Context: an optimization exercise on an open-source flow, tuned for small area. The choices shown serve that exercise and are no tape-out recipe. The RTL was checked by simulation tests, not by an equivalence proof against the original design. Power is estimated from default activity; no workload was simulated.

`flow/flow/run.sh`:
```
#!/bin/bash
# own flow: the standard layout, with port buffers of the smallest buffer,
# synthesis's upsized cells put back to their smallest drive before
# placement, and a clock tree of fewer, larger leaf clusters without dummy
# loads. each tool's output is in orfs/logs; the make output is in
# standard.log.
here=$(pwd)
export BUFFER_PORTS_ARGS="-buffer_cell sky130_fd_sc_hd__buf_1"
export POST_FLOORPLAN_TCL="$here/flow/downsize.tcl"
export CTS_ARGS="-sink_clustering_enable -repair_clock_nets -dont_use_dummy_load -buf_list {sky130_fd_sc_hd__clkbuf_8} -sink_clustering_size 16 -sink_clustering_max_diameter 60"
bash standard.sh > standard.log 2>&1
```
`flow/flow/downsize.tcl`:
```
# post-floorplan hook: put every cell synthesis upsized back to its smallest
# drive strength; placement's repair_design sizes up again what needs it.
set db [ord::get_db]
set n 0
foreach inst [[ord::get_db_block] getInsts] {
  set m [[$inst getMaster] getName]
  if {![regexp {^(sky130_fd_sc_hd__[a-z0-9]+)_([0-9]+)$} $m -> base drive]} continue
  if {$drive <= 1} continue
  foreach d {1 0} {
    set small "${base}_$d"
    if {[$db findMaster $small] != "NULL" && [get_lib_cells -quiet $small] != ""} {
      replace_cell [$inst getName] $small
      incr n
      break
    }
  }
}
puts "downsize: replaced $n cells"
```
`flow/standard.sh`:
```
#!/bin/bash
# synth_recipe.tcl (not shown) runs the flow's synth.tcl, then flattens the netlist and writes it again
# the make line also repeats each setting of config.mk as NAME=value (left out here)
make -C /OpenROAD-flow-scripts/flow DESIGN_CONFIG=/design/flow/config.mk WORK_HOME=/design/flow/orfs CLKGATE_MAP_FILE= SYNTH_SCRIPT=/design/flow/synth_recipe.tcl "${@:-finish}"
```
`flow/config.mk`:
```
export PLATFORM = sky130hd
export DESIGN_NAME = complete_top
export DESIGN_NICKNAME = complete_top
export VERILOG_FILES = /design/flow/design.v
export SDC_FILE = /design/flow/constraint.sdc
export NUM_CORES = 4
export LEC_CHECK = 0
export CAP_MARGIN = 5
export CELL_PAD_IN_SITES_DETAIL_PLACEMENT = 1
export CELL_PAD_IN_SITES_GLOBAL_PLACEMENT = 1
export CORE_MARGIN = 2
export CORE_UTILIZATION = 40
export PLACE_DENSITY = 0.5
export SLEW_MARGIN = 5
export SYNTH_HIERARCHICAL = 1
export SYNTH_MINIMUM_KEEP_SIZE = 0
```
`flow/constraint.sdc`:
```
create_clock -name core_clock -period 4.5 [get_ports {clock}]
set_input_delay 0.9000 -clock core_clock [delete_from_list [all_inputs] [get_ports {clock}]]
set_output_delay 0.9000 -clock core_clock [all_outputs]
set_load 0.01 [all_outputs]
```
`flow/design.v`:
```
package complete_pkg;
    localparam int xlen      = 32;   
    localparam int pr_bits   = 6;    
    localparam int rob_bits  = 5;    
    localparam int num_fu    = 8;    
    localparam int cdb_width = 3;    
    localparam int fu_sel_bits = $clog2(num_fu);
    localparam int fu_idx_bits = fu_sel_bits + 1;
    localparam logic [fu_idx_bits-1:0] fu_idx_none = '1;   
    localparam int fr_rob_lo    = 0;
    localparam int fr_value_lo  = fr_rob_lo + rob_bits;
    localparam int fr_dest_lo   = fr_value_lo + xlen;
    localparam int fr_target_lo = fr_dest_lo + pr_bits;
    localparam int fr_take      = fr_target_lo + xlen;   
    localparam int fr_halt      = fr_take + 1;
    localparam int fr_valid     = fr_halt + 1;
    localparam int fr_bits      = fr_valid + 1;
    localparam int co_rob_lo    = 0;
    localparam int co_value_lo  = co_rob_lo + rob_bits;
    localparam int co_target_lo = co_value_lo + xlen;
    localparam int co_take      = co_target_lo + xlen;
    localparam int co_halt      = co_take + 1;
    localparam int co_valid     = co_halt + 1;
    localparam int co_bits      = co_valid + 1;
    localparam int tags_bits = cdb_width * pr_bits;
endpackage
`timescale 1ns/1ps
module priority_select8 (
    input  logic [7:0] req,
    output logic [7:0] gnt2,
    output logic [6:0] gnt1,
    output logic [5:0] gnt0
);
    always_comb begin
        logic above1, above2, above3;
        above1 = 1'b0;
        above2 = 1'b0;
        above3 = 1'b0;
        gnt1   = '0;
        gnt0   = '0;
        for (int i = 7; i >= 0; i--) begin
            gnt2[i] = req[i] & ~above1;
            if (i <= 6) gnt1[i] = req[i] & above1 & ~above2;
            if (i <= 5) gnt0[i] = req[i] & above2 & ~above3;
            above3 = above3 | (above2 & req[i]);
            above2 = above2 | (above1 & req[i]);
            above1 = above1 | req[i];
        end
    end
endmodule
`timescale 1ns/1ps
import complete_pkg::*;
module fu_result_slot (
    input  logic               clock,
    input  logic               ready,
    input  logic [fr_bits-2:0] result_in,
    output logic [fr_bits-2:0] result_out
);
    always_ff @(posedge clock) begin
        if (ready) begin
            result_out <= result_in;
        end
    end
endmodule
`timescale 1ns/1ps
import complete_pkg::*;
module complete_stage (
    input  logic              clock,
    input  logic              reset,
    input  logic [num_fu-1:0] load,    
    input  logic [num_fu-1:0] take,    
    output logic [num_fu-1:0] ready,   
    output logic [7:0]        g2,      
    output logic [6:0]        g1,
    output logic [5:0]        g0,
    output logic [7:0]        gt2,     
    output logic [6:0]        gt1,
    output logic [5:0]        gt0
);
    logic [7:0] req;
    logic [7:0] sel2;
    logic [6:0] sel1;
    logic [5:0] sel0;
    logic [7:0] picked;
    assign req = ~ready & {num_fu{~reset}};
    priority_select8 u_select (
        .req  (req),
        .gnt2 (sel2),
        .gnt1 (sel1),
        .gnt0 (sel0)
    );
    assign picked = sel2 | {1'b0, sel1} | {2'b0, sel0};
    always_ff @(posedge clock) begin
        g2 <= sel2;
        g1 <= sel1;
        g0 <= sel0;
    end
    always_ff @(posedge clock) begin
        ready <= {num_fu{reset}} | (ready & ~load) | (~ready & picked);
    end
    assign gt2 = g2 & take[7:0];
    assign gt1 = g1 & take[6:0];
    assign gt0 = g0 & take[5:0];
endmodule
`timescale 1ns/1ps
import complete_pkg::*;
module and_or_sel #(
    parameter int n = 8
) (
    input  logic [n-1:0] sel,
    input  logic [n-1:0] d,
    output logic         y
);
    localparam int ng = (n + 2) / 3;
    logic [ng-1:0] grp_n;
    for (genvar k = 0; k < ng; k++) begin : g_grp
        localparam int lo = 3 * k;
        localparam int w  = (n - lo) < 3 ? (n - lo) : 3;
        aoi_grp #(.w(w)) u_grp (
            .sel (sel[lo +: w]),
            .d   (d[lo +: w]),
            .y_n (grp_n[k])
        );
    end
    assign y = ~&grp_n;
endmodule
module aoi_grp #(
    parameter int w = 3
) (
    input  logic [w-1:0] sel,
    input  logic [w-1:0] d,
    output logic         y_n
);
    assign y_n = ~|(sel & d);
endmodule
module complete_top (
    input  logic                         clock,
    input  logic                         reset,
    input  logic [num_fu-1:0]            fu_result_valid,
    input  logic [num_fu*fr_bits-1:0]    fu_result,
    output logic [num_fu-1:0]            fu_ready,
    output logic [tags_bits-1:0]         cdb_tags,
    output logic [cdb_width*co_bits-1:0] complete_out
);
    localparam int sb = fr_bits - 1;   
    logic [num_fu-1:0]         ready;
    logic [num_fu-1:0][sb-1:0] held;
    for (genvar u = 0; u < num_fu; u++) begin : g_slot
        fu_result_slot u_slot (
            .clock      (clock),
            .ready      (ready[u]),
            .result_in  (fu_result[u*fr_bits +: sb]),
            .result_out (held[u])
        );
    end
    logic [sb-1:0][num_fu-1:0] by_bit;
    always_comb begin
        for (int b = 0; b < sb; b++) begin
            for (int u = 0; u < num_fu; u++) begin
                by_bit[b][u] = held[u][b];
            end
        end
    end
    logic [7:0] g2, gt2;
    logic [6:0] g1, gt1;
    logic [5:0] g0, gt0;
    complete_stage u_stage (
        .clock (clock),
        .reset (reset),
        .load  (fu_result_valid),
        .take  (by_bit[fr_take]),
        .ready (ready),
        .g2    (g2),
        .g1    (g1),
        .g0    (g0),
        .gt2   (gt2),
        .gt1   (gt1),
        .gt0   (gt0)
    );
    assign fu_ready = ready;
    logic [cdb_width-1:0][co_bits-1:0] out;
    logic [cdb_width-1:0][pr_bits-1:0] tag;
    for (genvar ch = 0; ch < cdb_width; ch++) begin : g_ch
        localparam int n = num_fu - 2 + ch;   
        logic [n-1:0] g;
        logic [n-1:0] gt;
        if (ch == 2) begin : g_c2
            assign g  = g2;
            assign gt = gt2;
        end else if (ch == 1) begin : g_c1
            assign g  = g1;
            assign gt = gt1;
        end else begin : g_c0
            assign g  = g0;
            assign gt = gt0;
        end
        assign out[ch][co_valid] = |g;
        assign out[ch][co_take]  = |gt;
        and_or_sel #(.n(n)) u_halt (.sel(g), .d(by_bit[fr_halt][n-1:0]), .y(out[ch][co_halt]));
        for (genvar b = 0; b < xlen; b++) begin : g_tgt
            and_or_sel #(.n(n)) u_bit (
                .sel (gt),
                .d   (by_bit[fr_target_lo + b][n-1:0]),
                .y   (out[ch][co_target_lo + b])
            );
        end
        for (genvar b = 0; b < xlen; b++) begin : g_val
            and_or_sel #(.n(n)) u_bit (
                .sel (g),
                .d   (by_bit[fr_value_lo + b][n-1:0]),
                .y   (out[ch][co_value_lo + b])
            );
        end
        for (genvar b = 0; b < rob_bits; b++) begin : g_rob
            and_or_sel #(.n(n)) u_bit (
                .sel (g),
                .d   (by_bit[fr_rob_lo + b][n-1:0]),
                .y   (out[ch][co_rob_lo + b])
            );
        end
        for (genvar b = 0; b < pr_bits; b++) begin : g_tag
            and_or_sel #(.n(n)) u_bit (
                .sel (g),
                .d   (by_bit[fr_dest_lo + b][n-1:0]),
                .y   (tag[ch][b])
            );
        end
    end
    assign complete_out = out;
    assign cdb_tags     = {tag[2], tag[1], tag[0]};
endmodule
```
==> run notes, run 1 <==
post-cts sizing count=0; WP data required=3600 ps; clock latency (worst-skew pair)=between 700 and 800 ps; Longest Clk Path Bufs=3; reg2reg path depth=7; Residual DRC=0; Comb power frac=0.138; clock tree from TritonCTS=built; min-delay src=fu_result[231]; final worst slack=~640 ps; status=complete, no violations; crit path time final=slightly below 4000 ps; vias in the first global route=24.3k; Hold Crit Class=in2reg; hold buffers post-CTS=0; Fill cells=approximately 7k; post-CTS setup buffers=0; HPWL after DPL=around 95000 um; chip width=around 260 um; CTS root buffer=clkbuf_8; kind of critical path=reg2out; slew at the pin with the worst max-slew slack=1160 ps; setup violators final=0; async set-or-reset flop fraction in the synthesized netlist=0; drt initial violations=roughly 5.5k; NetSw=3.62 mW; top layer in use=met5; gr usage total=0.401; initial antenna violation count=77; Max Clock Freq=approximately 0.26 GHz; max_cap viols=0; GRT Residual Overflow=0; final net count=3246; largest net degree at the start of global routing=52; layout cell share with drive strength beyond 1=0.0563; Final Hold Viols=0; Final period util=0.858; EDFF count, synth=between 600 and 700; TritonCTS Buffers=54; first-pass GRT wire length=196000 um; commonest cells after routing, fill and taps aside=buf_1 (867), edfxtp_1 (616), a222oi_1 (456); post-synthesis register bit count=~650; Avg Inst Size Synth=16.4 sq um; row cnt=94; Critical R2R Launch=u_stage.ready[7]; R2R setup slack=between 1500 and 2000 ps; starting density of the core=0.406; Area Overhead vs Synth=19.9%; pwr dens=roughly 390 nW/um^2; metal2 WL=between 60000 and 70000 um; dpl ws=750 ps; H-tree depth=2; synthesized area=between 20000 and 30000 sq um; DR pass1 iterations=12; core area=around 66000 sq um; CP startpoint kind=register; Synth Instances=1634; Syn Nets=~2.3k; worst slew margin relative to its limit=0.225; overall power=between 10 and 15 mW; CP max FO=33; ys flop type=edfxtp_1; synth unique cells=44; Setup crit start=u_stage.g2[1]; area post-placement=between 30000 and 40000 sq um; final slew viol count=0; RSZ-0062 raised after global routing=false; Yosys warnings=10; CP Cell Sequence=and2_1, buf_4, a222oi_1, nand3_1, buf_1; Multi-input gate area=between 7000 and 8000 sq um; Setup TNS Final=0 ps; critical path arrival=between 2000 and 3000 ps; commonest non-fill, non-tap cell in the layout=buf_1; clock share of power=0.245; CTS clk-pin slew, worst paths=110 ps; critical path's largest stage delay=880 ps; WL final=between 100000 and 150000 um; Max VDD drop=roughly 0.26 mV; Hold Path Cell Cnt=1; Vias=24.8k; switching fraction of total power=0.291; final clock skew=around 70 ps; register area=19100 sq um; TritonCTS Sinks=645; WL met1=slightly below 50000 um; port bufs=slightly below 900; Crit. End Element=output pin; Hold Path End=g_slot[2].u_slot.result_out[75]; Wirelength per Cell=between 40 and 50 um; GPL Wtd Cong=approximately 0.92; sequential power share=0.616; reg-to-reg endpoint=u_stage.ready[0]; Die H=about 260 um; # IOs=a little under 900; Vias/cell=around 7.0; Internal=8.80 mW; Seq/Total Area, Yosys=0.711; DIE AREA=slightly below 70000 sq um; Slowest-stage cell, CP=dfxtp_2; post-route cell area=about 32000 sq um; leakage=between 10 and 15 nW; Met3 Wirelength=about 19000 um; Routed Antenna Nets=0
[modules after synthesis, one instance, submodules excluded, a selection]
module | cells | area, sq um
fu_result_slot | 77 | 2310
complete_stage | 84 | 898
complete_top | 18 | 90.1
priority_select8 | 80 | 498
[logic make-up after synthesis]
| family | synth area share |
|---|---|
| buf+inv | 0.00242 |
| fa+ha+maj | 0.000420 |
| simple gates | 0.0689 |
| xor+xnor | 0.00163 |
| mux | 0.000373 |
| flops | 0.711 |
| compound gates | 0.215 |
[through the flow]
stage	hold slack, ps	utilization	instances
3_5_place_dp	623	0.473	3420
4_1_cts	289	0.484	3474
6_report	326	0.487	3541
3_3_place_gp	632	0.473	3420
5_1_grt	315	0.486	3523
2_1_floorplan	999	-	1634
[sequential cells by signal, summed over array words and instances, names as in the netlist]
name,flops
g_slot.u_slot.result_out,616
u_stage.g1,7
u_stage.g2,8
u_stage.ready,8
u_stage.g0,6
[power by group through the flow]
| stage | clock [mW] | sequential (mW) | combinational, mW |
|---|---|---|---|
| floorplan | 0 | 7.83 | 0.606 |
| CTS | 3.08 | 7.64 | 1.69 |
| detailed placement | 0 | 7.77 | 1.69 |
| global route | 3.25 | 7.71 | 1.78 |
| finish | 3.05 | 7.66 | 1.72 |
| global placement | 0 | 7.73 | 1.67 |
[worst max-delay path by stage]
stage | endpoint | cells past startpoint
after floorplan | u_stage.ready[2] | 8
after global placement | u_stage.ready[1] | 9
after detailed placement | u_stage.ready[1] | 9
after CTS | complete_out[125] | 5
after global routing | complete_out[209] | 5
final | complete_out[209] | 5
[synth_stat cells, types with 3 or more instances]
library cell	instances	area [sq um]
edfxtp_1	616	18500
a222oi_1	456	4560
nand2_1	172	646
nand3_1	154	771
a22oi_2	76	951
dfxtp_1	29	581
and2_1	24	150
nor2_1	16	60.1
a21o_1	8	60.1
nor4_1	8	50.1
a21oi_1	7	35.0
buf_2	7	35.0
or4_1	6	45.0
nor3_1	5	25.0
and3_1	3	18.8
inv_1	3	11.3
nor2b_1	3	18.8
o21a_1	3	22.5
o21ai_0	3	15.0
xor2_1	3	26.3
[worst max-delay path: cells and delay by family, from the launching register on]
family / cells / cell delay [ps]
buf+inv: 2 / 760
flops: 1 / 880
compound gates: 1 / 200
simple gates: 2 / 360
[layout make-up]
cell class                 instances  share of cell area
sequential                       645               0.595
multi-input combinational        975               0.226
clock buffer                      54              0.0231
inverter                           5            0.000584
tap                              864              0.0336
antenna                           67             0.00521
timing repair buffer             931               0.116
[routing by layer]
metal | up-vias | global-route usage
li1 | 9782 | -
met1 | 12500 | 0.478
met2 | 2103 | 0.666
met3 | 416 | 0.123
met4 | 44 | 0.184
met5 | - | 0
==> inputs of run 2 (changes only) <==
--- a/flow/config.mk
+++ b/flow/config.mk
@@ -6,5 +6,5 @@
 export NUM_CORES = 4
 export LEC_CHECK = 0
-export CAP_MARGIN = 5
+export CAP_MARGIN = 20
 export CELL_PAD_IN_SITES_DETAIL_PLACEMENT = 1
 export CELL_PAD_IN_SITES_GLOBAL_PLACEMENT = 1
@@ -12,5 +12,5 @@
 export CORE_UTILIZATION = 40
 export PLACE_DENSITY = 0.5
-export SLEW_MARGIN = 5
+export SLEW_MARGIN = 20
 export SYNTH_HIERARCHICAL = 1
 export SYNTH_MINIMUM_KEEP_SIZE = 0
==> run notes, run 2 <==
status=complete, no violations; clock share of power=0.245; # IOs=between 800 and 900; final slew viol count=0; Vias/cell=around 7; setup violators final=0; TritonCTS Sinks=about 650; Max VDD drop=approximately 0.26 mV; Critical R2R Launch=u_stage.ready[4]; Area Overhead vs Synth=19.9%; synthesized area=between 20000 and 30000 sq um; slew at the pin with the worst max-slew slack=around 1100 ps; gr usage total=0.401; max_cap viols=0; H-tree depth=2; worst slew margin relative to its limit=0.236; Wirelength per Cell=a little over 40 um; hold buffers post-CTS=0; switching fraction of total power=0.291; leakage=~11 nW; R2R setup slack=about 1600 ps; CTS clk-pin slew, worst paths=between 100 and 150 ps; async set-or-reset flop fraction in the synthesized netlist=0; Top reg by flops=g_slot.u_slot.result_out; CP max FO=33; post-synthesis register bit count=645; Final period util=0.857; reg-to-reg endpoint=u_stage.ready[1]; Crit. End Element=output pin; core area=between 60000 and 70000 sq um; Longest Clk Path Bufs=3; Yosys warnings=10; DR pass1 iterations=14; port bufs=around 870; Avg Inst Size Synth=16.4 sq um; TritonCTS Buffers=between 50 and 60; chip width=263 um; critical path's largest stage delay=~900 ps; initial antenna violation count=77; worst hold margin=325 ps; reg2reg path depth=8; Vias=24.8k; WP data required=~3600 ps; starting density of the core=0.406; kind of critical path=reg2out; HPWL after DPL=between 90000 and 100000 um; CP Cell Sequence=and2_1, buf_4, a222oi_1, nand3_1, buf_1; most frequent cell after synthesis=edfxtp_1; final net count=between 3k and 4k; final clock skew=around 70 ps; largest net degree at the start of global routing=52; row cnt=94; CTS root buffer=clkbuf_8; RSZ-0062 raised after global routing=false; commonest non-fill, non-tap cell in the layout=buf_1; Hold Path Cell Cnt=1; GRT Residual Overflow=0; WL final=between 100000 and 150000 um; layout cell share with drive strength beyond 1=0.0567; Critical Path End=complete_out[209]; final worst slack=approximately 640 ps; Routed Antenna Nets=0; EDFF count, synth=616; dpl ws=between 700 and 800 ps; Internal=between 8 and 9 mW; synth unique cells=44; post-CTS setup buffers=0; Seq/Total Area, Yosys=0.711; Commonest cells post-synth=edfxtp_1 (616), a222oi_1 (456), nand2_1 (172), nand3_1 (154), a22oi_2 (76); post-cts sizing count=0; Syn Nets=approximately 2.3k; Final Hold Viols=0; Residual DRC=0; Top Registers=g_slot.u_slot.result_out x616, u_stage.g2 x8, u_stage.ready x8; ranking of synthesized cells by area=edfxtp_1 (69%), a222oi_1 (17%), a22oi_2 (3.5%), nand3_1 (2.9%), nand2_1 (2.4%); drt initial violations=about 5.5k; Hold Crit Class=in2reg; pwr dens=between 300 and 400 nW/um^2; Synth Instances=1634; Max Clock Freq=~0.26 GHz; sequential power share=0.616; GPL Wtd Cong=roughly 0.92; Die H=263 um; Setup crit start=u_stage.g2[1]; first-pass GRT wire length=196000 um; Slowest-stage cell, CP=dfxtp_2; clock latency (worst-skew pair)=730 ps; vias in the first global route=24.3k; critical path arrival=2960 ps; largest area contributor in the netlist=edfxtp_1; Fill cells=6994; Synth top area share=0.689; commonest cells after routing, fill and taps aside=buf_1 (867), edfxtp_1 (616), a222oi_1 (456); NetSw=between 3 and 4 mW; Final Util=0.487; clock tree from TritonCTS=built; Comb power frac=0.138; DIE AREA=slightly below 70000 sq um; CP startpoint kind=register; crit path time final=3860 ps; ys flop type=edfxtp_1; Setup TNS Final=0 ps; max reg flops=616
==> run 2: cell count changes in the layout (fill, tap and decap cells not counted) <==
cell / previous run / this run
diode_2: 67 / 66
nor2_1: 17 / 16
nor2_2: 0 / 1
==> run 2: cell families (layout without fill, tap and decap cells) <==
kind of cell             after synthesis  count (layout)  share of synthesized area
flip-flops                           645             645                      0.711
AO/OA/AOI/OAI                        569             569                      0.215
AND/OR/NAND/NOR                      399             399                     0.0689
buffers and inverters                 14             990                    0.00242
XOR/XNOR                               5               5                    0.00163
adder cells (fa/ha/maj)                1               1                   0.000420
multiplexers                           1               1                   0.000373
other                                  0              66                          0
==> run 2: worst min-delay path by stage <==
stage                                start                         endpoint  slack [ps]
final                       fu_result[231]  g_slot[2].u_slot.result_out[75]         320
after CTS                   fu_result[231]  g_slot[2].u_slot.result_out[75]         290
after global routing        fu_result[220]  g_slot[2].u_slot.result_out[64]         320
after detailed placement  u_stage.ready[4]  g_slot[4].u_slot.result_out[64]         620
after global placement    u_stage.ready[4]  g_slot[4].u_slot.result_out[64]         630
after floorplan               fu_result[0]   g_slot[0].u_slot.result_out[0]        1000
==> run 2: per-layer routing <==
| layer | routed length, um | track usage | up-vias |
|---|---|---|---|
| met3 | 18900 | 0.123 | 399 |
| met1 | 48700 | 0.478 | 12400 |
| met4 | 7280 | 0.184 | 44 |
| met5 | 284 | 0 | - |
| met2 | 69500 | 0.666 | 2142 |
| li1 | - | - | 9779 |
==> run 2: area by class of cell <==
cell class / count / area (sq um) / share of cell area
inverters: 5 / 18.8 / 0.000584
multi-input cells: 975 / 7280 / 0.226
repair buffers: 931 / 3730 / 0.116
clock buffers: 54 / 743 / 0.0231
flip-flops and latches: 645 / 19100 / 0.595
diodes: 66 / 165 / 0.00514
well taps: 864 / 1080 / 0.0336
==> run 2: through the flow <==
stage	power [mW]	std cells	instance area (sq um)
6_report	12.4	3540	32200
4_1_cts	12.4	3474	32000
2_1_floorplan	8.43	1634	26800
5_1_grt	12.7	3523	32100
3_3_place_gp	9.40	3420	31300
3_5_place_dp	9.46	3420	31300
==> run 2: worst max-delay path, delay by kind of cell (launching register included) <==
kind	cells	cell delay, ps
buffers and inverters	2	760
AO/OA/AOI/OAI	1	200
AND/OR/NAND/NOR	2	360
flip-flops	1	880
==> run 2: modules after synthesis, one instance, submodules excluded, a selection <==
module	flip-flops and latches	copies in the design	cells inside	area [sq um]
priority_select8	0	1	80	498
fu_result_slot	77	8	77	2310
complete_stage	29	1	84	898
complete_top	0	1	18	90.1
==> run 2: power by group through the flow <==
stage / registers, mW / logic, mW / clock network, mW
final: 7.66 / 1.72 / 3.05
after global routing: 7.71 / 1.78 / 3.25
after CTS: 7.64 / 1.69 / 3.08
after detailed placement: 7.77 / 1.69 / 0
after global placement: 7.73 / 1.67 / 0
after floorplan: 7.83 / 0.606 / 0

afterwards: timing with drivers on the ports:
In the flow no input, the clock included, has a driving cell. The finished layouts below were timed again as built, in two steps.
Step 1 sets driving cells, clkbuf_16 on the clock port and buf_2 on the other inputs (assumed; they add their load-dependent delay and slew).
Step 2 adds t to the input delays and takes it off the output delays; t is the mean of the earliest and latest rising clock arrival at the registers after step 1. Input paths then give back, and output paths get back, about the clock's delay inside the block.
Three values: ideal, step 1, step 2; two values: the first two.
run | t, ns | setup WS [ns] | clock arrival spread, ns | worst register clock-pin slew, ns | worst data-port slew with drivers (ns)
run 1 | 0.757 | 0.639 / 0.576 / 0.695 | 0.079 / 0.078 | 0.11 / 0.11 | 0.19
run 2 | 0.758 | 0.642 / 0.578 / 0.799 | 0.077 / 0.077 | 0.11 / 0.11 | 0.18
After both steps setup and hold are still met in every run listed.
